Background: an optimization exercise with open tools, aiming at small area. Do not read the settings as production practice.
Where RTL was checked, it was by simulation tests only, not by an equivalence proof against the original.
For run 6, only the layout was checked, not whether the RTL still works.
No activity file was given, so power comes from the tool's default toggle rates.

**design/flow/config.mk**
```make
export PLATFORM = sky130hd
export DESIGN_NAME = spiMemory
export DESIGN_NICKNAME = spiMemory
export VERILOG_FILES = /design/flow/design.v
export SDC_FILE = /design/flow/constraint.sdc
export NUM_CORES = 4
export LEC_CHECK = 0
export CAP_MARGIN = 20
export CORE_MARGIN = 2
export CORE_UTILIZATION = 60
export CTS_BUF_LIST = sky130_fd_sc_hd__clkbuf_8
export CTS_CLUSTER_DIAMETER = 50
export CTS_CLUSTER_SIZE = 20
export SLEW_MARGIN = 20
```
**design/flow/constraint.sdc**
```tcl
create_clock -name core_clock -period 10.0 [get_ports {trigger}]
set_input_delay 2.0000 -clock core_clock [delete_from_list [all_inputs] [get_ports {trigger}]]
set_output_delay 2.0000 -clock core_clock [all_outputs]
set_load 0.01 [all_outputs]
```
**design/flow/design.v**
```verilog
package spiMemoryPkg;
    typedef logic [7:0] dataByte_t;
    typedef struct packed {
        logic [7-1:0] address;   
        logic                         readNotWrite;  
    } commandByte_t;
    typedef union packed {
        commandByte_t command;
        dataByte_t    data;
    } shiftWord_t;
    typedef enum logic [2:0] {
        idle, getCommand, decide, readLoad,
        readShift, writeReceive, writeStore, finish
    } controlState_t;
endpackage
`timescale 1ns/1ps
module inputConditioner (
    input  logic trigger,
    input  logic reset,
    input  logic resetValue,    
    input  logic pin,           
    output logic conditioned,   
    output logic risingEdge,    
    output logic fallingEdge    
);
    localparam logic [2-1:0] lastCount =
        2'(3 - 1);
    logic syncFirst;    
    logic syncSecond;   
    logic [2-1:0] counter;
    always_ff @(posedge trigger) begin
        if (reset) begin
            syncFirst   <= resetValue;
            syncSecond  <= resetValue;
            conditioned <= resetValue;
            counter     <= '0;
            risingEdge  <= 1'b0;
            fallingEdge <= 1'b0;
        end else begin
            syncFirst   <= pin;
            syncSecond  <= syncFirst;
            risingEdge  <= 1'b0;   
            fallingEdge <= 1'b0;
            if (syncSecond == conditioned) begin
                counter <= '0;   
            end else if (counter == lastCount) begin
                conditioned <= syncSecond;   
                counter     <= '0;
                risingEdge  <= syncSecond;
                fallingEdge <= ~syncSecond;
            end else begin
                counter <= counter + 1'b1;
            end
        end
    end
endmodule
`timescale 1ns/1ps
module spiControl (
    input  logic       trigger,
    input  logic       reset,
    input  logic       sclkRising,        
    input  logic       sclkFalling,
    input  logic       chipSelectLow,     
    input  logic       chipSelectRising,  
    input  logic       readNotWrite,      
    output logic       memWrite,
    output logic       inCommand,
    output logic       inReadShift,
    output logic [2:0] bitCount,          
    output logic       misoEnable         
);
    spiMemoryPkg::controlState_t state;
    spiMemoryPkg::controlState_t nextState;
    logic          lastBit;
    logic          shiftEnable;
    assign lastBit = (bitCount == 3'd7);
    always_comb begin
        nextState = state;
        if (chipSelectRising) begin
            nextState = spiMemoryPkg::idle;   
        end else begin
            case (state)
                spiMemoryPkg::idle:         if (chipSelectLow) nextState = spiMemoryPkg::getCommand;
                spiMemoryPkg::getCommand:   if (sclkRising && lastBit) nextState = spiMemoryPkg::decide;
                spiMemoryPkg::decide: begin
                    if (readNotWrite) begin
                        nextState = spiMemoryPkg::readLoad;
                    end else begin
                        nextState = spiMemoryPkg::writeReceive;
                    end
                end
                spiMemoryPkg::readLoad:     nextState = spiMemoryPkg::readShift;
                spiMemoryPkg::readShift:    if (sclkRising && lastBit) nextState = spiMemoryPkg::finish;
                spiMemoryPkg::writeReceive: if (sclkRising && lastBit) nextState = spiMemoryPkg::writeStore;
                spiMemoryPkg::writeStore:   nextState = spiMemoryPkg::finish;
                spiMemoryPkg::finish:       if (!chipSelectLow) nextState = spiMemoryPkg::idle;
                default:      nextState = spiMemoryPkg::idle;
            endcase
        end
    end
    assign inCommand   = (state == spiMemoryPkg::getCommand);
    assign inReadShift = (state == spiMemoryPkg::readShift);
    assign shiftEnable = sclkRising && (inCommand || inReadShift ||
                                        (state == spiMemoryPkg::writeReceive));
    assign memWrite    = (state == spiMemoryPkg::writeStore) && !chipSelectRising;
    always_ff @(posedge trigger) begin
        if (reset) begin
            state      <= spiMemoryPkg::idle;
            bitCount   <= '0;
            misoEnable <= 1'b0;
        end else begin
            state <= nextState;
            if (nextState == spiMemoryPkg::idle) begin
                bitCount <= '0;   
            end else if (shiftEnable) begin
                bitCount <= bitCount + 1'b1;   
            end
            misoEnable <= (nextState == spiMemoryPkg::readShift) && (misoEnable || sclkFalling);
        end
    end
endmodule
`timescale 1ns/1ps
module spiMemory (
    input  logic trigger,
    input  logic reset,
    input  logic sclk,         
    input  logic chipSelect,   
    input  logic mosi,
    output logic miso,
    output logic misoEnable
);
    localparam int RING  = 32;                   
    localparam int RINGS = 1024 / RING;          
    localparam int WPR   = RING / 8;             
    logic sclkRising, sclkFalling;
    logic chipSelectLevel, chipSelectRising;
    logic mosiLevel;
    inputConditioner sclkCond_i (
        .trigger(trigger), .reset(reset), .resetValue(1'b0), .pin(sclk),
        .conditioned(), .risingEdge(sclkRising), .fallingEdge(sclkFalling)
    );
    inputConditioner chipSelectCond_i (
        .trigger(trigger), .reset(reset), .resetValue(1'b1), .pin(chipSelect),
        .conditioned(chipSelectLevel), .risingEdge(chipSelectRising), .fallingEdge()
    );
    inputConditioner mosiCond_i (
        .trigger(trigger), .reset(reset), .resetValue(1'b0), .pin(mosi),
        .conditioned(mosiLevel), .risingEdge(), .fallingEdge()
    );
    logic       inCommand, inReadShift, memWrite, addressLatch;
    logic [2:0] bitCount;
    spiControl control_i (
        .trigger(trigger), .reset(reset), .sclkRising(sclkRising),
        .sclkFalling(sclkFalling), .chipSelectLow(!chipSelectLevel),
        .chipSelectRising(chipSelectRising), .readNotWrite(shiftWord[0]),
        .memWrite(memWrite), .inCommand(inCommand), .inReadShift(inReadShift),
        .bitCount(bitCount), .misoEnable(misoEnable)
    );
    logic [7:0] shiftWord;
    always_ff @(posedge trigger) begin
        if (sclkRising) shiftWord <= {shiftWord[6:0], mosiLevel};
    end
    logic [6:0] address;
    assign addressLatch = inCommand && sclkRising && (bitCount == 3'd6);
    always_ff @(posedge trigger) begin
        if (addressLatch) address <= {shiftWord[5:0], mosiLevel};
    end
    logic [4:0] phase;
    always_ff @(posedge trigger) begin
        if (reset) phase <= '0;
        else       phase <= phase + 1'b1;
    end
    logic writing, clearing;
    logic [7:0] writeData;
    always_ff @(posedge trigger) begin
        if (reset) begin
            writing  <= 1'b0;
            clearing <= 1'b1;
        end else begin
            if (memWrite)          writing <= 1'b1;
            else if (addressLatch) writing <= 1'b0;
            if (addressLatch)      clearing <= 1'b0;
        end
        if (memWrite) writeData <= shiftWord;
    end
    logic [1023:0] mem;
    logic          newBit;
    logic [2:0]    bitSel;
    logic          wordHit;
    assign bitSel  = ~phase[2:0];                         
    assign wordHit = (~phase[4:3] == address[1:0]);       
    assign newBit  = clearing ? 1'b0 : writeData[bitSel];
    for (genvar r = 0; r < RINGS; r++) begin : g_ring
        logic insert;
        assign insert = clearing || (writing && wordHit && (address[6:2] == r));
        always_ff @(posedge trigger) begin
            mem[r*RING] <= insert ? newBit : mem[r*RING + RING - 1];
            for (int p = 1; p < RING; p++) mem[r*RING + p] <= mem[r*RING + p - 1];
        end
    end
    logic [127:0] taps;
    for (genvar t = 0; t < 128; t++) begin : g_tap
        assign taps[t] = mem[t*8 + 7];
    end
    logic [1:0] tapWord;
    logic       tapBit;
    assign tapWord = address[1:0] + phase[4:3];
    assign tapBit  = taps[{address[6:2], tapWord}];
    logic [7:0] readRing;
    always_ff @(posedge trigger) begin
        readRing <= {readRing[6:0], tapBit};
    end
    logic [2:0] misoSel;
    assign misoSel = phase[2:0] + ~bitCount;
    always_ff @(posedge trigger) begin
        if (reset) begin
            miso <= 1'b0;
        end else if (inReadShift && sclkFalling) begin
            miso <= readRing[misoSel];
        end
    end
endmodule
```
**design/flow/run.sh**
```bash
#!/bin/bash
# synth_recipe.tcl (not shown) runs the flow's synth.tcl, then flattens the netlist and writes it again
# the make line also repeats each setting of config.mk as NAME=value (left out here)
make -C /OpenROAD-flow-scripts/flow DESIGN_CONFIG=/design/flow/config.mk WORK_HOME=/design/flow/orfs CLKGATE_MAP_FILE= SYNTH_SCRIPT=/design/flow/synth_recipe.tcl finish
```
==> qor.txt, run 1 <==
DIE
-----------------------------------------------------------------------------------------
Initial Util ...............................................................       60.57%
Die span in x .............................................................. 206.8 microns
Total I/O pin count ........................................................            7
Core area ..................................................................  40740 sq um
Die area ...................................................................  42770 sq um
Count of standard-cell rows ................................................           74
DIE HEIGHT ................................................................. 206.8 microns

YOSYS
-----------------------------------------------------------------------------------------
EDFF count, synth ..........................................................           23
Library cell with the largest summed area after synthesis .................. sky130_fd_sc_hd__dfxtp_1
Post-Synthesis Cells .......................................................         1398
Top area cells in the synthesized netlist .................................. sky130_fd_sc_hd__dfxtp_1 (86%), sky130_fd_sc_hd__mux4_2 (3.6%), sky130_fd_sc_hd__edfxtp_1 (2.8%)
Dominant cell by count in the synthesized netlist .......................... sky130_fd_sc_hd__dfxtp_1
Proportion of register bits with asynchronous set or reset after synthesis .           0%
Synth unique cells .........................................................           44
Sequential-to-total area share from yosys stat .............................       89.20%
Area share of the largest cell type after synthesis ........................       86.40%
Ys Warns ...................................................................            3
Synthesized Nets ...........................................................         1413
Mean post-synth cell area ..................................................  17.65 sq um
Flip-flop and latch count after synthesis ..................................         1088
Commonest register cell after synthesis .................................... sky130_fd_sc_hd__dfxtp_1
Leading post-synthesis cells by instance count ............................. sky130_fd_sc_hd__dfxtp_1 (1065), sky130_fd_sc_hd__mux2i_1 (39), sky130_fd_sc_hd__mux4_2 (39)
Mapped Area ................................................................  24680 sq um

DRT
-----------------------------------------------------------------------------------------
Final antenna-violating net count ..........................................            0
DR vias/cell ...............................................................        4.601
Detailed-route wire length .................................................     30.66 mm
1st-pass router iterations .................................................            4
DRC marker count from the first detailed-route iteration ...................          439
Drc violations .............................................................            0
Routed vias ................................................................         9198
Post-detailed-route wirelength per cell .................................... 15.34 microns

LAYOUT
-----------------------------------------------------------------------------------------
Cell area after layout .....................................................  26420 sq um
Number of nets in the finished design ......................................         1462
Share of layout cells above drive strength 1 ...............................       9.134%
Number of antenna cells inserted ...........................................            0
Core occupancy in the finished layout ......................................       64.86%
Layout overhead on the synthesized area ....................................       7.078%

GLOBAL ROUTING
-----------------------------------------------------------------------------------------
Total grt overflow .........................................................            0
First-pass GRT wire length .................................................     47.67 mm
Pin count of the biggest net entering global routing .......................           35
Number of antenna violations at the first check in global routing ..........            0
Total GRT Usage ............................................................       14.89%
Vias in the first global route .............................................         8927

PWR
-----------------------------------------------------------------------------------------
Combinational share of power ...............................................         0.2%
Sequential power share .....................................................        69.6%
Power density over the cells ............................................... 236.6 nW/um^2
Switching component of the power ...........................................     1.196 mW
Sw frac ....................................................................       19.14%
Static leakage .............................................................     10.30 nW
Cell internal pwr ..........................................................     5.054 mW
Peak supply drop ...........................................................    0.1654 mV
Power share of the clock group .............................................        30.2%

STATUS
-----------------------------------------------------------------------------------------
Status .....................................................................  no timing/DRC/antenna violations

CLOCK NETWORK
-----------------------------------------------------------------------------------------
Number of buffers added to fix hold violations after cts ...................            0
Master cell of the clock root buffer ....................................... sky130_fd_sc_hd__clkbuf_8
CTS H-tree depth ...........................................................            3
Clock latency of the later-clocked register in the worst-skew pair .........      0.65 ns
Number of cells upsized or downsized after cts .............................            0
Largest buffer count on any clock path .....................................            3
Clock slew at the register clock pins of the worst setup and hold paths ....      0.12 ns
TritonCTS buffer count .....................................................           66
Postcts setup bufs .........................................................            0
TritonCTS Sinks ............................................................         1088
TritonCTS clock tree .......................................................          yes

STA
-----------------------------------------------------------------------------------------
Number of hold violations in the final report ..............................            0
Max frequency ..............................................................   0.2845 GHz
Setup repair after global routing missed its margin ........................           no
Final hold slack ...........................................................    0.3222 ns
Setup clock skew after layout ..............................................   0.03161 ns
Time the worst path needs with I/O delays and setup ........................     3.515 ns
Final Slew Violations ......................................................            0
Fin crit share .............................................................       35.15%
Worst-margin pin slew ......................................................     1.007 ns
Final setup viols ..........................................................            0
Setup TNS after final layout ...............................................         0 ns
Slew margin rel. ...........................................................       32.78%

WORST SETUP PATH
-----------------------------------------------------------------------------------------
Kind of cell adding the most delay to the critical path .................... buffers and inverters
Worst Path Buf+Inv .........................................................            1
Critical Path Start Type ...................................................         flop
Delay of the slowest cell on the worst path ................................      0.53 ns
Critical path endpoint category ............................................ primary output
CP cell instances .......................................................... clkdlybuf4s50_1
Data required, critical path ...............................................      8.00 ns
Critical-path maximum fanout ...............................................            2
CP max-delay cell .......................................................... sky130_fd_sc_hd__clkdlybuf4s50_1
Setup CP Type ..............................................................   reg -> out
Arrival time at the worst endpoint .........................................      1.51 ns

MIN PATH
-----------------------------------------------------------------------------------------
Worst min-delay path category ..............................................   reg -> reg

PLACEMENT
-----------------------------------------------------------------------------------------
Post-DP HPWL ...............................................................     18.67 mm
PortBufs ...................................................................            6
Area after detailed placement ..............................................  25310 sq um
Placer Congestion ..........................................................       0.7276

FLOW RUN
-----------------------------------------------------------------------------------------
Max Cap Viol ...............................................................            0

[cells by family after synthesis]
logic type | Yosys count | synth area share, %
adder cells (fa/ha/maj) | 10 | 0.5375
AO/OA/AOI/OAI | 41 | 1.146
buffers and inverters | 37 | 0.6388
multiplexers | 81 | 5.278
flip-flops | 1088 | 89.20
XOR/XNOR | 11 | 0.3904
AND/OR/NAND/NOR | 130 | 2.814
[layout make-up]
type / instances / area [sq um]
sequential: 1088 / 22010
tap: 532 / 665.6
clock inverter: 15 / 113.9
timing repair buffer: 10 / 90.09
multi-input combinational: 273 / 2509
fill: 2943 / 14320
clock buffer: 73 / 1005
inverter: 8 / 30.03
[layout by cell type, fill, tap and decap left out, drive strengths merged, types with 16 or more instances in the layout]
cell type / Yosys / layout
nor2: 25 / 25
mux2i: 39 / 39
inv: 8 / 16
nand2b: 24 / 24
clkbuf: 20 / 73
edfxtp: 23 / 23
mux4: 39 / 39
nor2b: 22 / 22
dfxtp: 1065 / 1065
nand2: 24 / 24
[power groups by stage]
stage	combinational, mW	sequential [mW]	clock (mW)
4_1_cts	0.0157	4.35	1.97
6_report	0.0154	4.35	1.89
2_1_floorplan	0.0126	4.45	0
3_3_place_gp	0.0154	4.45	0
3_5_place_dp	0.0156	4.45	0
5_1_grt	0.0173	4.35	2.12
[sequential cells by signal, indices dropped and copies added (netlist names), 2 cells and up]
register,cells
mosiCond_i.counter,2
writeData,8
shiftWord,8
readRing,8
chipSelectCond_i.counter,2
control_i.bitCount,3
control_i.state,3
phase,5
mem,1024
sclkCond_i.counter,2
address,7
[metrics by stage]
step | std cells | power [mW] | setup WS [ns]
after detailed placement | 1911 | 4.464 | 6.072
after global placement | 1911 | 4.464 | 6.103
final | 1999 | 6.251 | 6.485
after CTS | 1999 | 6.333 | 6.412
after floorplan | 1398 | 4.460 | 7.127
after global routing | 1999 | 6.487 | 6.349
[per-layer routing]
layer | track usage [%] | vias up | wire length, microns
li1 | - | 4599 | -
met1 | 21.78 | 4418 | 15920
met2 | 21.33 | 115 | 12750
met3 | 3.736 | 66 | 1087
met4 | 6.130 | 0 | 905
met5 | 0 | - | 0
[final timing paths]
kind	start	endpoint	slack (ns)	cells past startpoint
setup reg to reg	address[2]$_DFFE_PP_	readRing[0]$_DFF_P_	6.63	6
hold reg to reg	mem[28]$_DFF_P_	mem[29]$_DFF_P_	0.32	0
hold / removal	mem[28]$_DFF_P_	mem[29]$_DFF_P_	0.32	0
setup / recovery	control_i.misoEnable$_SDFF_PP0_	misoEnable	6.49	1
==> run 2, diff against run 1 <==
--- a/design/flow/config.mk
+++ b/design/flow/config.mk
@@ -8,7 +8,7 @@
 export CAP_MARGIN = 20
 export CORE_MARGIN = 2
 export CORE_UTILIZATION = 60
-export CTS_BUF_LIST = sky130_fd_sc_hd__clkbuf_8
-export CTS_CLUSTER_DIAMETER = 50
-export CTS_CLUSTER_SIZE = 20
+export CTS_BUF_LIST = sky130_fd_sc_hd__clkbuf_16
+export CTS_CLUSTER_DIAMETER = 60
+export CTS_CLUSTER_SIZE = 30
 export SLEW_MARGIN = 20
==> qor.txt, run 2 <==
PWR
-----------------------------------------------------------------------------------------
Cell internal pwr ..........................................................     5.311 mW   +5.1%
Power density over the cells ............................................... 246.2 nW/um^2   +4.1%
Total Power ................................................................     6.596 mW   +5.5%
Power share of the clock group .............................................        33.8%   +3.6 points
Static leakage .............................................................     10.45 nW   +1.4%
Peak supply drop ...........................................................    0.1589 mV   -4.0%
Combinational share of power ...............................................         0.2%   about the same
Sequential power share .....................................................        65.9%   -3.7 points
Sw frac ....................................................................       19.47%   +0.33 points
Switching component of the power ...........................................     1.284 mW   +7.3%

LAYOUT
-----------------------------------------------------------------------------------------
Number of standard cells in the layout, taps in and fillers out ............         1983   -0.80%
Cell area after layout .....................................................  26790 sq um   +1.4%
Share of layout cells above drive strength 1 ...............................       8.063%   -1.1 points
Most common cell after layout, fill and taps aside ......................... sky130_fd_sc_hd__dfxtp_1
Number of flip-flops in the largest register ...............................         1024   unchanged
Number of nets in the finished design ......................................         1443   -1.3%
Most frequent cells in the layout .......................................... sky130_fd_sc_hd__dfxtp_1 (1065), sky130_fd_sc_hd__clkbuf_16 (49), sky130_fd_sc_hd__mux4_2 (39), sky130_fd_sc_hd__mux2i_1 (39), sky130_fd_sc_hd__nor2_1 (25)
Register ranked first by flip-flop count ...................................          mem
Number of antenna cells inserted ...........................................            0   unchanged
Core occupancy in the finished layout ......................................       65.76%   +0.90 points
Layout overhead on the synthesized area ....................................       8.564%

DRT
-----------------------------------------------------------------------------------------
1st-pass router iterations .................................................            4   unchanged
Final antenna-violating net count ..........................................            0   unchanged
DR vias/cell ...............................................................        4.574   -0.60%
Detailed-route wire length .................................................     30.54 mm   -0.41%
Post-detailed-route wirelength per cell .................................... 15.40 microns   +0.39%
DRC marker count from the first detailed-route iteration ...................          503   +15%
Drc violations .............................................................            0   unchanged
Routed vias ................................................................         9070   -1.4%

STA
-----------------------------------------------------------------------------------------
Final setup viols ..........................................................            0   unchanged
Final Slew Violations ......................................................            0   unchanged
Final hold slack ...........................................................    0.3195 ns   -0.002726 ns
Final worst setup slack ....................................................     6.530 ns   +0.04536 ns
Max frequency ..............................................................   0.2882 GHz   +1.3%
Number of hold violations in the final report ..............................            0   unchanged
Setup TNS after final layout ...............................................         0 ns   unchanged
Setup repair after global routing missed its margin ........................           no
Fin crit share .............................................................       34.70%   -0.45 points
Time the worst path needs with I/O delays and setup ........................     3.470 ns   -0.04536 ns
Worst-margin pin slew ......................................................     1.009 ns   +0.002196 ns
Slew margin rel. ...........................................................       32.63%   -0.15 points
Setup clock skew after layout ..............................................   0.02413 ns   -0.007481 ns

YOSYS
-----------------------------------------------------------------------------------------
Ys Warns ...................................................................            3   unchanged
Leading post-synthesis cells by instance count ............................. sky130_fd_sc_hd__dfxtp_1 (1065), sky130_fd_sc_hd__mux2i_1 (39), sky130_fd_sc_hd__mux4_2 (39)
Synth unique cells .........................................................           44   unchanged
EDFF count, synth ..........................................................           23   unchanged
Sequential-to-total area share from yosys stat .............................       89.20%   unchanged
Mapped Area ................................................................  24680 sq um   unchanged
Dominant cell by count in the synthesized netlist .......................... sky130_fd_sc_hd__dfxtp_1
Top area cells in the synthesized netlist .................................. sky130_fd_sc_hd__dfxtp_1 (86%), sky130_fd_sc_hd__mux4_2 (3.6%), sky130_fd_sc_hd__edfxtp_1 (2.8%)
Proportion of register bits with asynchronous set or reset after synthesis .           0%   unchanged
Library cell with the largest summed area after synthesis .................. sky130_fd_sc_hd__dfxtp_1
Commonest register cell after synthesis .................................... sky130_fd_sc_hd__dfxtp_1
Post-Synthesis Cells .......................................................         1398   unchanged
Synthesized Nets ...........................................................         1413   unchanged
Area share of the largest cell type after synthesis ........................       86.40%   unchanged
Flip-flop and latch count after synthesis ..................................         1088   unchanged
Mean post-synth cell area ..................................................  17.65 sq um   unchanged

GLOBAL ROUTING
-----------------------------------------------------------------------------------------
Number of antenna violations at the first check in global routing ..........            0   unchanged
Pin count of the biggest net entering global routing .......................           35   unchanged
Total grt overflow .........................................................            0   unchanged
Vias in the first global route .............................................         8698   -2.6%
Total GRT Usage ............................................................       14.62%   -0.27 points
First-pass GRT wire length .................................................     47.07 mm   -1.3%

CLOCK NETWORK
-----------------------------------------------------------------------------------------
TritonCTS Sinks ............................................................         1088   unchanged
Number of cells upsized or downsized after cts .............................            0   unchanged
TritonCTS clock tree .......................................................          yes
Clock latency of the later-clocked register in the worst-skew pair .........      0.60 ns   -0.05 ns
CTS H-tree depth ...........................................................            2   -1
Clock slew at the register clock pins of the worst setup and hold paths ....      0.10 ns   -0.02 ns
Largest buffer count on any clock path .....................................            3   unchanged
Postcts setup bufs .........................................................            0   unchanged
Master cell of the clock root buffer ....................................... sky130_fd_sc_hd__clkbuf_16
TritonCTS buffer count .....................................................           47   -29%
Number of buffers added to fix hold violations after cts ...................            0   unchanged

PLACEMENT
-----------------------------------------------------------------------------------------
Total placed cells including tap cells .....................................         1911   unchanged
Pre-CTS setup slack ........................................................     6.072 ns   unchanged
Area after detailed placement ..............................................  25310 sq um   unchanged
Placer Congestion ..........................................................       0.7276   unchanged
Post-DP HPWL ...............................................................     18.67 mm   unchanged
PortBufs ...................................................................            6   unchanged

WORST SETUP PATH
-----------------------------------------------------------------------------------------
Setup CP Type ..............................................................   reg -> out
Delay of the slowest cell on the worst path ................................      0.53 ns   about the same
Critical-path maximum fanout ...............................................            2   unchanged
CP cell instances .......................................................... clkdlybuf4s50_1
CP max-delay cell .......................................................... sky130_fd_sc_hd__clkdlybuf4s50_1
Reg-to-reg slack, setup ....................................................      6.62 ns   about the same
Arrival time at the worst endpoint .........................................      1.47 ns   -0.04 ns
Kind of cell adding the most delay to the critical path .................... buffers and inverters
Critical path endpoint category ............................................ primary output
Data required, critical path ...............................................      8.00 ns   about the same
Worst Path Buf+Inv .........................................................            1   unchanged
Critical Path Start Type ...................................................         flop

DIE
-----------------------------------------------------------------------------------------
DIE HEIGHT ................................................................. 206.8 microns   unchanged
Total I/O pin count ........................................................            7   unchanged
Initial Util ...............................................................       60.57%   unchanged
Die area ...................................................................  42770 sq um   unchanged
Die span in x .............................................................. 206.8 microns   unchanged
Count of standard-cell rows ................................................           74   unchanged
Core area ..................................................................  40740 sq um   unchanged

FLOW RUN
-----------------------------------------------------------------------------------------
Max Cap Viol ...............................................................            0   unchanged

MIN PATH
-----------------------------------------------------------------------------------------
Worst min-delay path category ..............................................   reg -> reg

STATUS
-----------------------------------------------------------------------------------------
Status .....................................................................  no timing/DRC/antenna violations

## run 2: cell counts after synthesis
Identical to the previous run, type by type.
## run 2: per-layer routing
metal	GRT usage, %	vias up	wire length [microns]
li1	-	4581	-
met1	21.82	4348	16170
met2	21.17	79	12540
met3	3.124	62	955
met4	5.395	0	873
met5	0	-	0
## run 2: worst paths after layout
check | cells after the start | start | endpoint
setup reg to reg | 6 | address[2]$_DFFE_PP_ | readRing[0]$_DFF_P_
hold / removal | 0 | mem[801]$_DFF_P_ | mem[802]$_DFF_P_
setup / recovery | 1 | control_i.misoEnable$_SDFF_PP0_ | misoEnable
hold reg to reg | 0 | mem[801]$_DFF_P_ | mem[802]$_DFF_P_
## run 2: final cells by class
class                      count  area (sq um)
timing repair buffer          10         90.09
multi-input combinational    273          2509
tap                          532         665.6
fill                        2900         13950
clock inverter                23         259.0
sequential                  1088         22010
inverter                       8         30.03
clock buffer                  49          1226
## run 2: kinds of logic after synthesis
logic type | Yosys count | share of synthesized area, %
simple gates | 130 | 2.814
xor+xnor | 11 | 0.3904
mux | 81 | 5.278
flops | 1088 | 89.20
buf+inv | 37 | 0.6388
compound gates | 41 | 1.146
fa+ha+maj | 10 | 0.5375
## run 2: power by group through the flow
stage,clock network [mW],logic [mW],registers [mW]
CTS,2.30,0.0157,4.35
detailed placement,0,0.0156,4.45
finish,2.23,0.0155,4.35
global placement,0,0.0154,4.45
global route,2.45,0.0173,4.35
floorplan,0,0.0126,4.45
==> run 3, diff against run 2 <==
==> design/flow/config.mk (replaced) <==
export PLATFORM = sky130hd
export DESIGN_NAME = spiMemory
export DESIGN_NICKNAME = spiMemory
export VERILOG_FILES = /design/flow/design.v
export SDC_FILE = /design/flow/constraint.sdc
export NUM_CORES = 4
export LEC_CHECK = 0
export CAP_MARGIN = 20
export CORE_MARGIN = 2
export CORE_UTILIZATION = 40
export SLEW_MARGIN = 20
==> qor.txt, run 3 <==
STATUS
-----------------------------------------------------------------------------------------
Status .....................................................................  no timing/DRC/antenna violations

DIE
-----------------------------------------------------------------------------------------
Core area ..................................................................  61370 sq um   +51%
DIE HEIGHT ................................................................. 252.4 microns   +22%
Total I/O pin count ........................................................            7   unchanged
Die span in x .............................................................. 252.4 microns   +22%
Count of standard-cell rows ................................................           91   +23%
Initial Util ...............................................................       40.21%   -20 points
Die area ...................................................................  63700 sq um   +49%

YOSYS
-----------------------------------------------------------------------------------------
Commonest register cell after synthesis .................................... sky130_fd_sc_hd__dfxtp_1
Library cell with the largest summed area after synthesis .................. sky130_fd_sc_hd__dfxtp_1
Mapped Area ................................................................  24680 sq um   unchanged
Flip-flop and latch count after synthesis ..................................         1088   unchanged
Top area cells in the synthesized netlist .................................. sky130_fd_sc_hd__dfxtp_1 (86%), sky130_fd_sc_hd__mux4_2 (3.6%), sky130_fd_sc_hd__edfxtp_1 (2.8%)
EDFF count, synth ..........................................................           23   unchanged
Ys Warns ...................................................................            3   unchanged
Dominant cell by count in the synthesized netlist .......................... sky130_fd_sc_hd__dfxtp_1
Post-Synthesis Cells .......................................................         1398   unchanged
Synth unique cells .........................................................           44   unchanged
Synthesized Nets ...........................................................         1413   unchanged
Proportion of register bits with asynchronous set or reset after synthesis .           0%   unchanged
Area share of the largest cell type after synthesis ........................       86.40%   unchanged
Leading post-synthesis cells by instance count ............................. sky130_fd_sc_hd__dfxtp_1 (1065), sky130_fd_sc_hd__mux2i_1 (39), sky130_fd_sc_hd__mux4_2 (39)
Mean post-synth cell area ..................................................  17.65 sq um   unchanged
Sequential-to-total area share from yosys stat .............................       89.20%   unchanged

DRT
-----------------------------------------------------------------------------------------
Detailed-route wire length .................................................     31.36 mm   +2.7%
Post-detailed-route wirelength per cell .................................... 13.40 microns   -13%
Routed vias ................................................................         9504   +4.8%
Drc violations .............................................................            0   unchanged
DRC marker count from the first detailed-route iteration ...................          430   -15%
DR vias/cell ...............................................................        4.060   -11%
Final antenna-violating net count ..........................................            0   unchanged
1st-pass router iterations .................................................            4   unchanged

PLACEMENT
-----------------------------------------------------------------------------------------
Placer Congestion ..........................................................       0.7088   -2.6%
PortBufs ...................................................................            6   unchanged
Post-DP HPWL ...............................................................     17.56 mm   -6.0%

CLOCK NETWORK
-----------------------------------------------------------------------------------------
Number of cells upsized or downsized after cts .............................            0   unchanged
Postcts setup bufs .........................................................            0   unchanged
Master cell of the clock root buffer ....................................... sky130_fd_sc_hd__clkbuf_16
Largest buffer count on any clock path .....................................            3   unchanged
Clock slew at the register clock pins of the worst setup and hold paths ....      0.06 ns   -0.04 ns
CTS H-tree depth ...........................................................            3   +1
Clock latency of the later-clocked register in the worst-skew pair .........      0.62 ns   +0.02 ns
TritonCTS buffer count .....................................................           94   +100%
TritonCTS Sinks ............................................................         1088   unchanged
Number of buffers added to fix hold violations after cts ...................            0   unchanged
TritonCTS clock tree .......................................................          yes

LAYOUT
-----------------------------------------------------------------------------------------
Share of layout cells above drive strength 1 ...............................       13.35%   +5.3 points
Layout overhead on the synthesized area ....................................       16.93%
Number of nets in the finished design ......................................         1489   +3.2%
Number of flip-flops in the largest register ...............................         1024   unchanged
Register ranked first by flip-flop count ...................................          mem
Most common cell after layout, fill and taps aside ......................... sky130_fd_sc_hd__dfxtp_1
Most frequent cells in the layout .......................................... sky130_fd_sc_hd__dfxtp_1 (1064), sky130_fd_sc_hd__clkbuf_16 (97), sky130_fd_sc_hd__mux4_2 (39), sky130_fd_sc_hd__mux2i_1 (39), sky130_fd_sc_hd__nor2_1 (25)

STA
-----------------------------------------------------------------------------------------
Setup repair after global routing missed its margin ........................           no
Max frequency ..............................................................   0.2858 GHz   -0.86%
Final Slew Violations ......................................................            0   unchanged
Worst-margin pin slew ......................................................     1.008 ns   -0.0008532 ns
Time the worst path needs with I/O delays and setup ........................     3.500 ns   +0.02996 ns
Final setup viols ..........................................................            0   unchanged
Setup TNS after final layout ...............................................         0 ns   unchanged
Fin crit share .............................................................       35.00%   +0.30 points
Setup clock skew after layout ..............................................  0.009104 ns   -0.01502 ns
Number of hold violations in the final report ..............................            0   unchanged
Slew margin rel. ...........................................................       32.78%   +0.15 points
Final hold slack ...........................................................    0.3191 ns   -0.0003570 ns

WORST SETUP PATH
-----------------------------------------------------------------------------------------
Worst Path Buf+Inv .........................................................            1   unchanged
Critical-path maximum fanout ...............................................            2   unchanged
Setup CP Type ..............................................................   reg -> out
Kind of cell adding the most delay to the critical path .................... buffers and inverters
Arrival time at the worst endpoint .........................................      1.50 ns   +0.03 ns
Data required, critical path ...............................................      8.00 ns   about the same
Delay of the slowest cell on the worst path ................................      0.55 ns   +0.02 ns
CP cell instances .......................................................... clkdlybuf4s50_1
Critical Path Start Type ...................................................         flop
Critical path endpoint category ............................................ primary output
CP max-delay cell .......................................................... sky130_fd_sc_hd__clkdlybuf4s50_1

GLOBAL ROUTING
-----------------------------------------------------------------------------------------
Total GRT Usage ............................................................       10.21%   -4.4 points
First-pass GRT wire length .................................................     50.54 mm   +7.4%
Pin count of the biggest net entering global routing .......................           41   +17%
Number of antenna violations at the first check in global routing ..........            1   +1
Total grt overflow .........................................................            0   unchanged
Vias in the first global route .............................................         9611   +10%

PWR
-----------------------------------------------------------------------------------------
Power density over the cells ............................................... 277.3 nW/um^2   +13%
Peak supply drop ...........................................................    0.1559 mV   -1.9%
Static leakage .............................................................     11.29 nW   +8.0%

MIN PATH
-----------------------------------------------------------------------------------------
Worst min-delay path category ..............................................   reg -> reg

FLOW RUN
-----------------------------------------------------------------------------------------
Max Cap Viol ...............................................................            0   unchanged

[run 3: cells by family (layout without fill, tap and decap cells)]
kind of cell	count (synthesis)	count (layout)	share of synthesized area [%]
other	0	1	0
and+or+nand+nor	130	130	2.814
muxes	81	81	5.278
adders and majority gates	10	10	0.5375
AOI/OAI and AO/OA	41	41	1.146
buffers and inverters	37	189	0.6388
DFF	1088	1088	89.20
xor gates and xnor gates	11	11	0.3904
[run 3: final timing paths]
kind / slack (ns) / from / endpoint / cells past startpoint
worst max-delay path: 6.50 / control_i.misoEnable$_SDFF_PP0_ / misoEnable / 1
worst min-delay path: 0.32 / mem[784]$_DFF_P_ / mem[785]$_DFF_P_ / 0
worst max register to register: 7.16 / address[3]$_DFFE_PP_ / readRing[0]$_DFF_P_ / 6
worst min register to register: 0.32 / mem[784]$_DFF_P_ / mem[785]$_DFF_P_ / 0
[run 3: power breakdown]
| part | switching [mW] | internal, mW | total [mW] |
|---|---|---|---|
| Sequential | 0.00280 | 4.35 | 4.35 |
| Clock | 1.48 | 2.16 | 3.64 |
| Combinational | 0.00678 | 0.00890 | 0.0157 |
[run 3: cell type report]
type	instances	area, sq um
sequential	1088	22010
timing repair buffer	9	82.58
inverter	8	30.03
multi-input combinational	273	2509
fill	5073	32510
clock buffer	132	2799
tap	790	988.4
antenna	1	2.502
clock inverter	40	431.7
[run 3: per-stage QoR]
| stage | std cells | worst slack [ns] | util, % | power, mW | cell area (sq um) |
|---|---|---|---|---|---|
| 2_1_floorplan | 1398 | 7.127 | - | 4.460 | 24680 |
| 3_3_place_gp | 2168 | 6.115 | 41.75 | 4.463 | 25620 |
| 3_5_place_dp | 2168 | 6.037 | 41.75 | 4.464 | 25620 |
| 4_1_cts | 2340 | 6.454 | 47.01 | 8.101 | 28850 |
| 5_1_grt | 2340 | 6.423 | 47.01 | 8.273 | 28850 |
| 6_report | 2341 | 6.500 | 47.02 | 8.002 | 28860 |
[run 3: per-layer routing]
layer,GRT usage (%),share of wire (%),wire [microns],vias to the layer above
li1,-,-,-,4725
met1,14.07,51,15980,4592
met2,14.94,42,13260,113
met3,3.059,4.2,1318,74
met4,4.328,2.6,800,0
met5,0,0,0,-
==> run 4, diff against run 3 <==
--- a/design/flow/config.mk
+++ b/design/flow/config.mk
@@ -7,5 +7,8 @@
 export LEC_CHECK = 0
 export CAP_MARGIN = 20
 export CORE_MARGIN = 2
-export CORE_UTILIZATION = 40
+export CORE_UTILIZATION = 50
+export CTS_BUF_LIST = sky130_fd_sc_hd__clkbuf_8
+export CTS_CLUSTER_DIAMETER = 40
+export CTS_CLUSTER_SIZE = 18
 export SLEW_MARGIN = 20
==> qor.txt, run 4 <==
CLOCK NETWORK
-----------------------------------------------------------------------------------------
CTS H-tree depth ...........................................................            3   unchanged
Number of buffers added to fix hold violations after cts ...................            0   unchanged
Clock slew at the register clock pins of the worst setup and hold paths ....      0.10 ns   +0.04 ns
Largest buffer count on any clock path .....................................            3   unchanged
Master cell of the clock root buffer ....................................... sky130_fd_sc_hd__clkbuf_8
Number of cells upsized or downsized after cts .............................            0   unchanged
Postcts setup bufs .........................................................            0   unchanged
TritonCTS buffer count .....................................................           92   -2.1%
Clock latency of the later-clocked register in the worst-skew pair .........      0.68 ns   +0.06 ns
TritonCTS Sinks ............................................................         1088   unchanged
TritonCTS clock tree .......................................................          yes

DIE
-----------------------------------------------------------------------------------------
Initial Util ...............................................................       50.52%   +10 points
Die span in x .............................................................. 226.2 microns   -10%
Total I/O pin count ........................................................            7   unchanged
Core area ..................................................................  48850 sq um   -20%
Count of standard-cell rows ................................................           81   -11%
DIE HEIGHT ................................................................. 226.2 microns   -10%
Die area ...................................................................  51150 sq um   -20%

DRT
-----------------------------------------------------------------------------------------
Detailed-route wire length .................................................     31.06 mm   -0.97%
Routed vias ................................................................         9488   -0.17%
DRC marker count from the first detailed-route iteration ...................          381   -11%
DR vias/cell ...............................................................        4.303   +6.0%
1st-pass router iterations .................................................            6   +2
Final antenna-violating net count ..........................................            0   unchanged
Drc violations .............................................................            0   unchanged
Post-detailed-route wirelength per cell .................................... 14.08 microns   +5.1%

FLOW RUN
-----------------------------------------------------------------------------------------
Max Cap Viol ...............................................................            0   unchanged

LAYOUT
-----------------------------------------------------------------------------------------
Most common cell after layout, fill and taps aside ......................... sky130_fd_sc_hd__dfxtp_1
Cell area after layout .....................................................  27610 sq um   -4.3%
Register ranked first by flip-flop count ...................................          mem
Number of flip-flops in the largest register ...............................         1024   unchanged
Multi-input gate area ......................................................   2509 sq um   unchanged
Layout overhead on the synthesized area ....................................       11.87%
Layout fillers .............................................................         3866   -24%
Most frequent cells in the layout .......................................... sky130_fd_sc_hd__dfxtp_1 (1065), sky130_fd_sc_hd__clkbuf_8 (102), sky130_fd_sc_hd__mux4_2 (39), sky130_fd_sc_hd__mux2i_1 (39), sky130_fd_sc_hd__nor2_1 (25)
Number of nets in the finished design ......................................         1488   -0.067%
Register area ..............................................................  22010 sq um   about the same
Share of layout cells above drive strength 1 ...............................       13.39%   +0.030 points

PWR
-----------------------------------------------------------------------------------------
Power density over the cells ............................................... 255.4 nW/um^2   -7.9%
Static leakage .............................................................     10.79 nW   -4.4%
Total Power ................................................................     7.051 mW   -12%
Peak supply drop ...........................................................    0.1850 mV   +19%

YOSYS
-----------------------------------------------------------------------------------------
Library cell with the largest summed area after synthesis .................. sky130_fd_sc_hd__dfxtp_1
Post-Synthesis Cells .......................................................         1398   unchanged
Synth unique cells .........................................................           44   unchanged
Mean post-synth cell area ..................................................  17.65 sq um   unchanged
EDFF count, synth ..........................................................           23   unchanged
Sequential-to-total area share from yosys stat .............................       89.20%   unchanged
Commonest register cell after synthesis .................................... sky130_fd_sc_hd__dfxtp_1
Mapped Area ................................................................  24680 sq um   unchanged
Proportion of register bits with asynchronous set or reset after synthesis .           0%   unchanged
Synthesized Nets ...........................................................         1413   unchanged
Leading post-synthesis cells by instance count ............................. sky130_fd_sc_hd__dfxtp_1 (1065), sky130_fd_sc_hd__mux2i_1 (39), sky130_fd_sc_hd__mux4_2 (39)
Flip-flop and latch count after synthesis ..................................         1088   unchanged
Top area cells in the synthesized netlist .................................. sky130_fd_sc_hd__dfxtp_1 (86%), sky130_fd_sc_hd__mux4_2 (3.6%), sky130_fd_sc_hd__edfxtp_1 (2.8%)
Dominant cell by count in the synthesized netlist .......................... sky130_fd_sc_hd__dfxtp_1
Area share of the largest cell type after synthesis ........................       86.40%   unchanged
Ys Warns ...................................................................            3   unchanged

GLOBAL ROUTING
-----------------------------------------------------------------------------------------
Number of antenna violations at the first check in global routing ..........            1   unchanged
Total GRT Usage ............................................................       12.87%   +2.7 points
Vias in the first global route .............................................         9502   -1.1%
Pin count of the biggest net entering global routing .......................           41   unchanged
Total grt overflow .........................................................            0   unchanged
First-pass GRT wire length .................................................     50.14 mm   -0.81%

STA
-----------------------------------------------------------------------------------------
Setup repair after global routing missed its margin ........................           no
Max frequency ..............................................................   0.2796 GHz   -2.2%
Final Slew Violations ......................................................            0   unchanged
Setup clock skew after layout ..............................................   0.02695 ns   +0.01784 ns
Number of hold violations in the final report ..............................            0   unchanged
Worst-margin pin slew ......................................................     1.078 ns   +0.06951 ns
Setup TNS after final layout ...............................................         0 ns   unchanged
Final setup viols ..........................................................            0   unchanged
Slew margin rel. ...........................................................       28.15%   -4.6 points
Time the worst path needs with I/O delays and setup ........................     3.577 ns   +0.07758 ns
Final hold slack ...........................................................    0.3163 ns   -0.002792 ns
Fin crit share .............................................................       35.77%   +0.78 points

WORST SETUP PATH
-----------------------------------------------------------------------------------------
CP max-delay cell .......................................................... sky130_fd_sc_hd__clkdlybuf4s50_1
Reg-to-reg slack, setup ....................................................      7.12 ns   -0.04 ns
CP cell instances .......................................................... clkdlybuf4s50_1
Worst Path Buf+Inv .........................................................            1   unchanged
Critical-path maximum fanout ...............................................            2   unchanged
Critical Path Start Type ...................................................         flop
Kind of cell adding the most delay to the critical path .................... buffers and inverters
Data required, critical path ...............................................      8.00 ns   about the same
Setup CP Type ..............................................................   reg -> out
Critical path endpoint category ............................................ primary output
Arrival time at the worst endpoint .........................................      1.58 ns   +0.08 ns
Delay of the slowest cell on the worst path ................................      0.55 ns   about the same

PLACEMENT
-----------------------------------------------------------------------------------------
Post-DP HPWL ...............................................................     17.67 mm   +0.64%
Area after detailed placement ..............................................  25470 sq um   -0.59%
Placer Congestion ..........................................................       0.6946   -2.0%
PortBufs ...................................................................            6   unchanged

STATUS
-----------------------------------------------------------------------------------------
Status .....................................................................  no timing/DRC/antenna violations

MIN PATH
-----------------------------------------------------------------------------------------
Worst min-delay path category ..............................................   reg -> reg

-- run 4: kinds of logic after synthesis --
group | Yosys count | share of synthesized area [%]
adders and majority gates | 10 | 0.5375
DFF | 1088 | 89.20
and+or+nand+nor | 130 | 2.814
AOI/OAI and AO/OA | 41 | 1.146
xor gates and xnor gates | 11 | 0.3904
buffers and inverters | 37 | 0.6388
muxes | 81 | 5.278
-- run 4: final cells by class --
class	count	share of cell area [%]
diodes	2	0.01813
clock buffers	102	5.085
clock inverters	58	2.633
inverters	8	0.1088
multi-input cells	273	9.087
flip-flops and latches	1088	79.73
well taps	664	3.009
repair buffers	10	0.3263
-- run 4: metrics by stage --
step | util, % | setup slack, ns | instances
after global placement | 52.14 | 6.086 | 2043
after CTS | 56.50 | 6.350 | 2203
after floorplan | - | 7.127 | 1398
after global routing | 56.50 | 6.341 | 2203
after detailed placement | 52.14 | 6.054 | 2043
final | 56.51 | 6.423 | 2205
-- run 4: path summary, 6_finish.rpt --
| check | startpoint | endpoint | cells past startpoint |
|---|---|---|---|
| hold / removal | mem[248]$_DFF_P_ | mem[249]$_DFF_P_ | 0 |
| hold reg to reg | mem[248]$_DFF_P_ | mem[249]$_DFF_P_ | 0 |
| setup reg to reg | address[2]$_DFFE_PP_ | readRing[0]$_DFF_P_ | 6 |
| setup / recovery | control_i.misoEnable$_SDFF_PP0_ | misoEnable | 1 |
-- run 4: metal layers --
metal  GRT usage, %  wire [microns]
met5              0               0
met4          5.284             856
met3          3.669            1262
met2          18.24           12900
met1          18.57           16040
-- run 4: where the power goes --
group / switching (mW) / internal (mW)
Sequential: 0.00280 / 4.34
Combinational: 0.00657 / 0.00884
Clock: 1.46 / 1.23
==> run 5, diff against run 4 <==
==> design/flow/flow/run.sh (new file) <==
#!/bin/bash
# Standard layout, with clock tree synthesis arguments of our own:
# clkbuf_8 leaf clusters and no dummy loads.
set -euo pipefail
export CTS_ARGS="-sink_clustering_enable -repair_clock_nets -dont_use_dummy_load -sink_clustering_size 20 -sink_clustering_max_diameter 50 -buf_list sky130_fd_sc_hd__clkbuf_8"
bash standard.sh > standard.log 2>&1
==> design/flow/standard.sh (new file) <==
#!/bin/bash
# synth_recipe.tcl (not shown) runs the flow's synth.tcl, then flattens the netlist and writes it again
# the make line also repeats each setting of config.mk as NAME=value (left out here)
make -C /OpenROAD-flow-scripts/flow DESIGN_CONFIG=/design/flow/config.mk WORK_HOME=/design/flow/orfs CLKGATE_MAP_FILE= SYNTH_SCRIPT=/design/flow/synth_recipe.tcl "${@:-finish}"
==> design/flow/config.mk (replaced) <==
export PLATFORM = sky130hd
export DESIGN_NAME = spiMemory
export DESIGN_NICKNAME = spiMemory
export VERILOG_FILES = /design/flow/design.v
export SDC_FILE = /design/flow/constraint.sdc
export NUM_CORES = 4
export LEC_CHECK = 0
export CAP_MARGIN = 20
export CORE_MARGIN = 2
export CORE_UTILIZATION = 60
export SLEW_MARGIN = 20
removed: design/flow/run.sh
==> qor.txt, run 5 <==
CLOCK NETWORK
-----------------------------------------------------------------------------------------
TritonCTS Sinks ............................................................         1088   unchanged
Largest buffer count on any clock path .....................................            3   unchanged
TritonCTS clock tree .......................................................          yes
Number of buffers added to fix hold violations after cts ...................            0   unchanged
Number of cells upsized or downsized after cts .............................            0   unchanged
CTS H-tree depth ...........................................................            3   unchanged
Clock slew at the register clock pins of the worst setup and hold paths ....      0.11 ns   about the same
Postcts setup bufs .........................................................            0   unchanged
Clock latency of the later-clocked register in the worst-skew pair .........      0.64 ns   -0.04 ns
Master cell of the clock root buffer ....................................... sky130_fd_sc_hd__clkbuf_8
TritonCTS buffer count .....................................................           66   -28%

LAYOUT
-----------------------------------------------------------------------------------------
Most frequent cells in the layout .......................................... sky130_fd_sc_hd__dfxtp_1 (1065), sky130_fd_sc_hd__clkbuf_8 (66), sky130_fd_sc_hd__mux4_2 (39), sky130_fd_sc_hd__mux2i_1 (39), sky130_fd_sc_hd__nor2_1 (25)
Layout overhead on the synthesized area ....................................       6.226%
Most common cell after layout, fill and taps aside ......................... sky130_fd_sc_hd__dfxtp_1
Share of layout cells above drive strength 1 ...............................       8.097%   -5.3 points
Register ranked first by flip-flop count ...................................          mem
Number of antenna cells inserted ...........................................            0   -2
Number of flip-flops in the largest register ...............................         1024   unchanged
Core occupancy in the finished layout ......................................       64.35%   +7.8 points
Number of nets in the finished design ......................................         1462   -1.7%

WORST SETUP PATH
-----------------------------------------------------------------------------------------
Endpoint of the worst-slack reg-to-reg timing path ......................... readRing[0]$_DFF_P_
Kind of cell adding the most delay to the critical path .................... buffers and inverters
Critical Path Start Type ...................................................         flop
Worst Path Buf+Inv .........................................................            1   unchanged
Destination of the critical timing path ....................................   misoEnable
Critical-path maximum fanout ...............................................            2   unchanged
Delay of the slowest cell on the worst path ................................      0.53 ns   -0.02 ns
Reg2Reg Depth ..............................................................            6   unchanged
Reg-to-reg slack, setup ....................................................      6.66 ns   -0.46 ns
Crit path launch ........................................................... control_i.misoEnable$_SDFF_PP0_
Setup CP Type ..............................................................   reg -> out
Worst reg2reg startpoint ................................................... address[2]$_DFFE_PP_
CP cell instances .......................................................... clkdlybuf4s50_1
Critical path endpoint category ............................................ primary output
Data required, critical path ...............................................      8.00 ns   about the same
CP max-delay cell .......................................................... sky130_fd_sc_hd__clkdlybuf4s50_1
Stages on the worst setup path .............................................            1   unchanged
Arrival time at the worst endpoint .........................................      1.49 ns   -0.09 ns

YOSYS
-----------------------------------------------------------------------------------------
Mean post-synth cell area ..................................................  17.65 sq um   unchanged
Flip-flop and latch count after synthesis ..................................         1088   unchanged
Synth unique cells .........................................................           44   unchanged
Sequential-to-total area share from yosys stat .............................       89.20%   unchanged
Mapped Area ................................................................  24680 sq um   unchanged
Area share of the largest cell type after synthesis ........................       86.40%   unchanged
Commonest register cell after synthesis .................................... sky130_fd_sc_hd__dfxtp_1
EDFF count, synth ..........................................................           23   unchanged
Library cell with the largest summed area after synthesis .................. sky130_fd_sc_hd__dfxtp_1
Ys Warns ...................................................................            3   unchanged
Proportion of register bits with asynchronous set or reset after synthesis .           0%   unchanged
Leading post-synthesis cells by instance count ............................. sky130_fd_sc_hd__dfxtp_1 (1065), sky130_fd_sc_hd__mux2i_1 (39), sky130_fd_sc_hd__mux4_2 (39)
Synthesized Nets ...........................................................         1413   unchanged
Dominant cell by count in the synthesized netlist .......................... sky130_fd_sc_hd__dfxtp_1
Top area cells in the synthesized netlist .................................. sky130_fd_sc_hd__dfxtp_1 (86%), sky130_fd_sc_hd__mux4_2 (3.6%), sky130_fd_sc_hd__edfxtp_1 (2.8%)
Post-Synthesis Cells .......................................................         1398   unchanged

PLACEMENT
-----------------------------------------------------------------------------------------
PortBufs ...................................................................            6   unchanged
Post-DP HPWL ...............................................................     18.67 mm   +5.7%
Placer Congestion ..........................................................       0.7276   +4.8%

PWR
-----------------------------------------------------------------------------------------
Sw frac ....................................................................       18.84%   -2.0 points
Cell internal pwr ..........................................................     4.954 mW   -11%
Switching component of the power ...........................................     1.150 mW   -22%
Power density over the cells ............................................... 232.8 nW/um^2   -8.8%
Peak supply drop ...........................................................    0.1621 mV   -12%
Power share of the clock group .............................................        28.5%   -9.6 points
Static leakage .............................................................     10.18 nW   -5.7%
Sequential power share .....................................................        71.2%   +9.6 points
Combinational share of power ...............................................         0.3%   about the same

GLOBAL ROUTING
-----------------------------------------------------------------------------------------
Total grt overflow .........................................................            0   unchanged
Met2 capacity usage during global routing ..................................       21.23%   +3.0 points
Grt met3 use ...............................................................       3.783%   +0.11 points
Global-route track usage on met1 ...........................................       21.77%   +3.2 points
Pin count of the biggest net entering global routing .......................           35   -15%
Number of antenna violations at the first check in global routing ..........            0   -1
First-pass GRT wire length .................................................     47.49 mm   -5.3%
Most used routing layer in global routing ..................................         met1
Vias in the first global route .............................................         8882   -6.5%
Total GRT Usage ............................................................       14.84%   +2.0 points

DRT
-----------------------------------------------------------------------------------------
DR vias/cell ...............................................................        4.631   +7.6%
1st-pass router iterations .................................................            4   -2
Routed vias ................................................................         9155   -3.5%
DRC marker count from the first detailed-route iteration ...................          433   +14%
Final antenna-violating net count ..........................................            0   unchanged
Detailed-route wire length .................................................     30.51 mm   -1.8%
Post-detailed-route wirelength per cell .................................... 15.43 microns   +9.6%
Drc violations .............................................................            0   unchanged

FLOW RUN
-----------------------------------------------------------------------------------------
Max Cap Viol ...............................................................            0   unchanged

DIE
-----------------------------------------------------------------------------------------
Core area ..................................................................  40740 sq um   -17%
Die area ...................................................................  42770 sq um   -16%
Total I/O pin count ........................................................            7   unchanged
Count of standard-cell rows ................................................           74   -8.6%
Die span in x .............................................................. 206.8 microns   -8.6%
Initial Util ...............................................................       60.57%   +10 points
DIE HEIGHT ................................................................. 206.8 microns   -8.6%

STA
-----------------------------------------------------------------------------------------
Setup repair after global routing missed its margin ........................           no
Fin crit share .............................................................       34.86%   -0.92 points
Setup TNS after final layout ...............................................         0 ns   unchanged
Slew margin rel. ...........................................................       32.98%   +4.8 points
Max frequency ..............................................................   0.2869 GHz   +2.6%
Time the worst path needs with I/O delays and setup ........................     3.486 ns   -0.09155 ns
Number of hold violations in the final report ..............................            0   unchanged
Worst-margin pin slew ......................................................     1.004 ns   -0.07383 ns
Setup clock skew after layout ..............................................   0.04702 ns   +0.02007 ns
Final setup viols ..........................................................            0   unchanged
Final Slew Violations ......................................................            0   unchanged

STATUS
-----------------------------------------------------------------------------------------
Status .....................................................................  no timing/DRC/antenna violations

MIN PATH
-----------------------------------------------------------------------------------------
Worst min-delay path category ..............................................   reg -> reg

## run 5: power groups by stage
stage | Sequential [mW] | Combinational (mW) | Clock [mW]
after floorplan | 4.45 | 0.0126 | 0
after global placement | 4.45 | 0.0154 | 0
after detailed placement | 4.45 | 0.0156 | 0
after CTS | 4.35 | 0.0157 | 1.82
after global routing | 4.35 | 0.0173 | 1.97
final | 4.35 | 0.0154 | 1.74
## run 5: layer usage
layer  part of all wire [%]  vias to the layer above  routed length [microns]
li1                       -                     4573                        -
met1                     52                     4416                    15870
met2                     41                      109                    12620
met3                    3.8                       57                     1151
met4                    2.8                        0                      869
met5                      0                        -                        0
## run 5: worst min path at each step
stage                      startpoint           endpoint  slack (ns)  cells past startpoint
CTS                  mem[187]$_DFF_P_   mem[188]$_DFF_P_        0.31                      0
detailed placement   mem[134]$_DFF_P_   mem[135]$_DFF_P_        0.31                      0
finish               mem[187]$_DFF_P_   mem[188]$_DFF_P_        0.30                      0
floorplan           mem[1000]$_DFF_P_  mem[1001]$_DFF_P_        0.31                      0
global placement     mem[526]$_DFF_P_   mem[527]$_DFF_P_        0.31                      0
global route         mem[636]$_DFF_P_   mem[637]$_DFF_P_        0.31                      0
## run 5: kinds of logic (layout without fill, tap and decap cells)
family	count (synthesis)	in the layout	synth area share [%]
flip-flops	1088	1088	89.20
buffers and inverters	37	84	0.6388
AO/OA/AOI/OAI	41	41	1.146
AND/OR/NAND/NOR	130	130	2.814
adder cells (fa/ha/maj)	10	10	0.5375
XOR/XNOR	11	11	0.3904
multiplexers	81	81	5.278
## run 5: cell type report
class	instances	area [sq um]
multi-input combinational	273	2509
sequential	1088	22010
timing repair buffer	10	90.09
inverter	8	30.03
fill	2955	14530
tap	532	665.6
clock buffer	66	908.4
## run 5: per-stage QoR
stage          worst slack [ns]  cells  hold WS [ns]  cell area [sq um]  power [mW]
6_report                  6.514   1977        0.3016              26210       6.104
3_3_place_gp              6.103   1911        0.3097              25310       4.464
4_1_cts                   6.441   1977        0.3103              26210       6.185
3_5_place_dp              6.072   1911        0.3121              25310       4.464
5_1_grt                   6.360   1977        0.3079              26210       6.336
2_1_floorplan             7.127   1398        0.3096              24680       4.460
==> run 6, diff against run 5 <==
--- a/design/flow/design.v
+++ b/design/flow/design.v
@@ -23,36 +23,30 @@
     output logic risingEdge,    
     output logic fallingEdge    
 );
-    localparam logic [2-1:0] lastCount =
-        2'(3 - 1);
     logic syncFirst;    
     logic syncSecond;   
-    logic [2-1:0] counter;
+    logic [1:0] counter;   
     always_ff @(posedge trigger) begin
         if (reset) begin
             syncFirst   <= resetValue;
             syncSecond  <= resetValue;
             conditioned <= resetValue;
-            counter     <= '0;
-            risingEdge  <= 1'b0;
-            fallingEdge <= 1'b0;
+            counter     <= 2'd0;
         end else begin
             syncFirst   <= pin;
             syncSecond  <= syncFirst;
-            risingEdge  <= 1'b0;   
-            fallingEdge <= 1'b0;
             if (syncSecond == conditioned) begin
-                counter <= '0;   
-            end else if (counter == lastCount) begin
+                counter <= 2'd0;   
+            end else if (counter == 2'd2) begin
                 conditioned <= syncSecond;   
-                counter     <= '0;
-                risingEdge  <= syncSecond;
-                fallingEdge <= ~syncSecond;
+                counter     <= 2'd3;
             end else begin
-                counter <= counter + 1'b1;
-            end
-        end
-    end
+                counter <= (counter == 2'd3) ? 2'd1 : counter + 1'b1;
+            end
+        end
+    end
+    assign risingEdge  = (counter == 2'd3) &&  conditioned;
+    assign fallingEdge = (counter == 2'd3) && !conditioned;
 endmodule
 `timescale 1ns/1ps
 module spiControl (
@@ -119,7 +113,6 @@
         end
     end
 endmodule
-`timescale 1ns/1ps
 module spiMemory (
     input  logic trigger,
     input  logic reset,
@@ -129,9 +122,7 @@
     output logic miso,
     output logic misoEnable
 );
-    localparam int RING  = 32;                   
-    localparam int RINGS = 1024 / RING;          
-    localparam int WPR   = RING / 8;             
+    localparam int RING = 32;    
     logic sclkRising, sclkFalling;
     logic chipSelectLevel, chipSelectRising;
     logic mosiLevel;
@@ -183,40 +174,58 @@
         end
         if (memWrite) writeData <= shiftWord;
     end
+    logic       hit8, hit16, hit32;
+    logic [1:0] octet;   
+    assign hit8  = (phase[2:0] == ~address[2:0]);
+    assign hit16 = hit8  && (phase[3] == ~address[3]);
+    assign hit32 = hit16 && (phase[4] == ~address[4]);
+    assign octet = address[4:3] + phase[4:3];
     logic [1023:0] mem;
-    logic          newBit;
-    logic [2:0]    bitSel;
-    logic          wordHit;
-    assign bitSel  = ~phase[2:0];                         
-    assign wordHit = (~phase[4:3] == address[1:0]);       
-    assign newBit  = clearing ? 1'b0 : writeData[bitSel];
-    for (genvar r = 0; r < RINGS; r++) begin : g_ring
-        logic insert;
-        assign insert = clearing || (writing && wordHit && (address[6:2] == r));
-        always_ff @(posedge trigger) begin
-            mem[r*RING] <= insert ? newBit : mem[r*RING + RING - 1];
-            for (int p = 1; p < RING; p++) mem[r*RING + p] <= mem[r*RING + p - 1];
-        end
-    end
-    logic [127:0] taps;
-    for (genvar t = 0; t < 128; t++) begin : g_tap
-        assign taps[t] = mem[t*8 + 7];
-    end
-    logic [1:0] tapWord;
-    logic       tapBit;
-    assign tapWord = address[1:0] + phase[4:3];
-    assign tapBit  = taps[{address[6:2], tapWord}];
-    logic [7:0] readRing;
-    always_ff @(posedge trigger) begin
-        readRing <= {readRing[6:0], tapBit};
-    end
-    logic [2:0] misoSel;
-    assign misoSel = phase[2:0] + ~bitCount;
+    logic [3:0]    insert;   
+    for (genvar r = 0; r < 4; r++) begin : g_insert
+        assign insert[r] = clearing || (writing && hit32 && (address[6:5] == r));
+    end
+    for (genvar b = 0; b < 8; b++) begin : g_plane
+        for (genvar r = 0; r < 4; r++) begin : g_ring
+            localparam int BASE = (b*4 + r) * RING;
+            always_ff @(posedge trigger) begin
+                mem[BASE] <= insert[r] ? (writeData[b] && !clearing) : mem[BASE + RING - 1];
+                for (int p = 1; p < RING; p++) mem[BASE + p] <= mem[BASE + p - 1];
+            end
+        end
+    end
+    logic [7:0] tapBit;
+    logic [7:0] capture;
+    for (genvar b = 0; b < 8; b++) begin : g_tap
+        localparam int PLANE = b * 4 * RING;
+        logic [15:0] taps;
+        for (genvar r = 0; r < 4; r++) begin : g_r
+            for (genvar m = 0; m < 4; m++) begin : g_m
+                assign taps[r*4 + m] = mem[PLANE + r*RING + m*8 + 7];
+            end
+        end
+        if (b >= 6) begin : g_t8
+            assign tapBit[b]  = taps[{address[6:5], octet}];
+            assign capture[b] = hit8;
+        end else if (b >= 4) begin : g_t16
+            assign tapBit[b]  = taps[{address[6:5], octet[1], 1'b1}];
+            assign capture[b] = hit16;
+        end else begin : g_t32
+            assign tapBit[b]  = taps[{address[6:5], 2'b11}];
+            assign capture[b] = hit32;
+        end
+    end
+    logic [7:0] readByte;
+    always_ff @(posedge trigger) begin
+        for (int b = 0; b < 8; b++) begin
+            if (capture[b]) readByte[b] <= tapBit[b];
+        end
+    end
     always_ff @(posedge trigger) begin
         if (reset) begin
             miso <= 1'b0;
         end else if (inReadShift && sclkFalling) begin
-            miso <= readRing[misoSel];
+            miso <= readByte[~bitCount];
         end
     end
 endmodule
==> design/flow/run.sh (new file) <==
#!/bin/bash
# synth_recipe.tcl (not shown) runs the flow's synth.tcl, then flattens the netlist and writes it again
# the make line also repeats each setting of config.mk as NAME=value (left out here)
make -C /OpenROAD-flow-scripts/flow DESIGN_CONFIG=/design/flow/config.mk WORK_HOME=/design/flow/orfs CLKGATE_MAP_FILE= SYNTH_SCRIPT=/design/flow/synth_recipe.tcl finish
--- a/design/flow/config.mk
+++ b/design/flow/config.mk
@@ -8,4 +8,7 @@
 export CAP_MARGIN = 20
 export CORE_MARGIN = 2
 export CORE_UTILIZATION = 60
+export CTS_BUF_LIST = sky130_fd_sc_hd__clkbuf_8
+export CTS_CLUSTER_DIAMETER = 50
+export CTS_CLUSTER_SIZE = 20
 export SLEW_MARGIN = 20
removed: design/flow/flow/run.sh
removed: design/flow/standard.sh
==> qor.txt, run 6 <==
WORST SETUP PATH
--------------------------------------------------------------------------------------------
CP max-delay cell ............................................................. sky130_fd_sc_hd__clkdlybuf4s50_1
Worst Path Buf+Inv ............................................................            1   unchanged
Setup CP Type .................................................................   reg -> out
Kind of cell adding the most delay to the critical path ....................... buffers and inverters
CP cell instances ............................................................. clkdlybuf4s50_1
Stages on the worst setup path ................................................            1   unchanged
Critical path endpoint category ............................................... primary output

DIE
--------------------------------------------------------------------------------------------
Core area .....................................................................  39820 sq um   -2.2%
Die area ......................................................................  42070 sq um   -1.6%
Initial Util ..................................................................       60.94%   +0.37 points
Total I/O pin count ...........................................................            7   unchanged

LAYOUT
--------------------------------------------------------------------------------------------
Share of layout cells above drive strength 1 ..................................       7.217%   -0.88 points
Register ranked first by flip-flop count ......................................          mem
Most common cell after layout, fill and taps aside ............................ sky130_fd_sc_hd__dfxtp_1
Layout overhead on the synthesized area .......................................       7.439%
Number of flip-flops in the largest register ..................................         1024   unchanged
Cell area after layout ........................................................  26080 sq um   -0.53%

STA
--------------------------------------------------------------------------------------------
Number of hold violations in the final report .................................            0   unchanged
Fin crit share ................................................................       35.18%   +0.33 points
Setup repair after global routing missed its margin ...........................           no
Worst-margin pin slew .........................................................     1.039 ns   +0.03475 ns
Final Slew Violations .........................................................            0   unchanged
Final worst setup slack .......................................................     6.482 ns   -0.03269 ns
Slew margin rel. ..............................................................       30.75%   -2.2 points
Setup TNS after final layout ..................................................         0 ns   unchanged
Time the worst path needs with I/O delays and setup ...........................     3.518 ns   +0.03269 ns
Final setup viols .............................................................            0   unchanged
Setup clock skew after layout .................................................   0.02483 ns   -0.02219 ns

YOSYS
--------------------------------------------------------------------------------------------
Sequential-to-total area share from yosys stat ................................       90.78%   +1.6 points
Xor/xnor share of the synthesized area ........................................      0.5207%   +0.13 points
Commonest register cell after synthesis ....................................... sky130_fd_sc_hd__dfxtp_1
Area share of the largest cell type after synthesis ...........................       86.94%   +0.54 points
Adder-Cell Fraction of Synth Area .............................................      0.6702%   +0.13 points
Largest family of logic cells by synthesized area ............................. multiplexers
Flip-flop and latch count after synthesis .....................................         1085   -0.28%
Post-synthesis compound-gate area fraction ....................................      0.7733%   -0.37 points
Synthesized Nets ..............................................................         1381   -2.3%
Leading post-synthesis cells by instance count ................................ sky130_fd_sc_hd__dfxtp_1 (1054), sky130_fd_sc_hd__mux2i_1 (69), sky130_fd_sc_hd__nand2b_1 (42)
Post-Synthesis Cells ..........................................................         1363   -2.5%
Mux cell area share after synthesis ...........................................       3.928%   -1.3 points
Top area cells in the synthesized netlist ..................................... sky130_fd_sc_hd__dfxtp_1 (87%), sky130_fd_sc_hd__edfxtp_1 (3.8%), sky130_fd_sc_hd__mux2i_1 (2.8%)
Synth unique cells ............................................................           48   +9.1%
Proportion of register bits with asynchronous set or reset after synthesis ....           0%   unchanged
Basic-gate share of the synthesized area counting and, or, nand and nor cells .       2.794%   -0.020 points
Mean post-synth cell area .....................................................  17.81 sq um   +0.87%

DRT
--------------------------------------------------------------------------------------------
DR vias/cell ..................................................................        4.443   -4.1%
Detailed-route wire length ....................................................     28.33 mm   -7.1%
Post-detailed-route wirelength per cell ....................................... 14.40 microns   -6.7%
Drc violations ................................................................            0   unchanged

PWR
--------------------------------------------------------------------------------------------
Sequential power share ........................................................        69.1%   -2.1 points
Static leakage ................................................................     10.30 nW   +1.2%
Power share of the clock group ................................................        30.7%   +2.2 points
Peak supply drop ..............................................................    0.1810 mV   +12%
Cell internal pwr .............................................................     5.066 mW   +2.3%
Combinational share of power ..................................................         0.2%   about the same

CLOCK NETWORK
--------------------------------------------------------------------------------------------
TritonCTS clock tree ..........................................................          yes
Number of cells upsized or downsized after cts ................................            0   unchanged
Master cell of the clock root buffer .......................................... sky130_fd_sc_hd__clkbuf_8
TritonCTS buffer count ........................................................           67   +1.5%
CTS H-tree depth ..............................................................            3   unchanged
TritonCTS Sinks ...............................................................         1085   -0.28%

STATUS
--------------------------------------------------------------------------------------------
Status ........................................................................  no timing/DRC/antenna violations

MIN PATH
--------------------------------------------------------------------------------------------
Cells on Worst Hold Path ......................................................            0   unchanged
Worst min-delay path category .................................................   reg -> reg

PLACEMENT
--------------------------------------------------------------------------------------------
Pre-CTS setup slack ...........................................................     6.189 ns   +0.1170 ns
Placer Congestion .............................................................       0.7374   +1.3%

FLOW RUN
--------------------------------------------------------------------------------------------
Max Cap Viol ..................................................................            0   unchanged

GLOBAL ROUTING
--------------------------------------------------------------------------------------------
Total grt overflow ............................................................            0   unchanged
Pin count of the biggest net entering global routing ..........................           42   +20%
Total GRT Usage ...............................................................       14.27%   -0.57 points
Number of antenna violations at the first check in global routing .............            0   unchanged

run 6: cell count changes after synthesis, sizes merged, moves of 6 or more:
cell and delta:
mux2i +30, mux4 -29, nand2b +18, nand2 -12
o31ai -12, dfxtp -11, nor2b -11, o21ai -11
edfxtp +8, clkbuf -7, nand3 -6
run 6: kinds of logic after synthesis:
logic type      count (synthesis)
mux                            81
buf+inv                        31
flops                        1085
simple gates                  116
xor+xnor                       12
fa+ha+maj                      13
compound gates                 25
run 6: routing by layer:
layer	up-vias	share of wire, %	global-route usage, %
met2	97	39	19.93
met5	-	0	0
met1	4133	54	21.21
met3	71	3.9	3.770
li1	4438	-	-
met4	0	3.0	5.755
run 6: worst paths after layout:
path,slack [ns],endpoint,from
min,0.31,mem[875]$_DFF_P_,mem[874]$_DFF_P_
max reg2reg,6.82,readByte[4]$_DFFE_PP_,phase[3]$_SDFF_PP0_
min reg2reg,0.31,mem[875]$_DFF_P_,mem[874]$_DFF_P_
max,6.48,misoEnable,control_i.misoEnable$_SDFF_PP0_
run 6: area by class of cell:
class	instances	area [sq um]
repair buffers	7	67.56
fillers	2818	13750
flip-flops and latches	1085	22030
inverters	13	48.80
diodes	1	2.502
clock inverters	14	127.6
clock buffers	75	1032
multi-input cells	247	2108
well taps	525	656.9
run 6: power groups by stage:
stage	logic, mW	registers (mW)	clock network (mW)
final	0.0107	4.34	1.93
after global routing	0.0118	4.34	2.15
after CTS	0.0109	4.34	2.01
after detailed placement	0.0109	4.44	0
after global placement	0.0107	4.44	0
after floorplan	0.00777	4.44	0
run 6: metrics by stage:
stage          cells  utilization [%]  hold WS, ns
2_1_floorplan   1363                -       0.3096
3_3_place_gp    1877            62.56       0.3096
3_5_place_dp    1877            62.56       0.3121
4_1_cts         1966            65.47       0.3089
5_1_grt         1966            65.47       0.3093
6_report        1967            65.48       0.3124

-- static timing again, ports no longer ideal --
The flow's constraints put no driver on any port. The routed layouts listed below were extracted and timed again, unchanged, in two steps.
Step 1 assumes that a clkbuf_16 drives the clock port and a buf_2 every other input.
Step 2 times the ports against the registers' clock, not the clock port: input delays grow and output delays shrink by t, the midpoint of the rising clock arrivals with the driver on.
Slacks: ideal / step 1 / step 2; pairs: ideal / step 1.
run	t, ns	slack for setup (ns)
run 1	0.683	6.485 / 6.434 / 6.060
run 2	0.645	6.530 / 6.478 / 6.060
run 3	0.669	6.500 / 6.444 / 5.976
run 4	0.720	6.423 / 6.369 / 6.064
run 5	0.667	6.514 / 6.463 / 6.058
run 6	0.680	6.482 / 6.434 / 6.220
After both steps setup and hold are still met in every run listed.
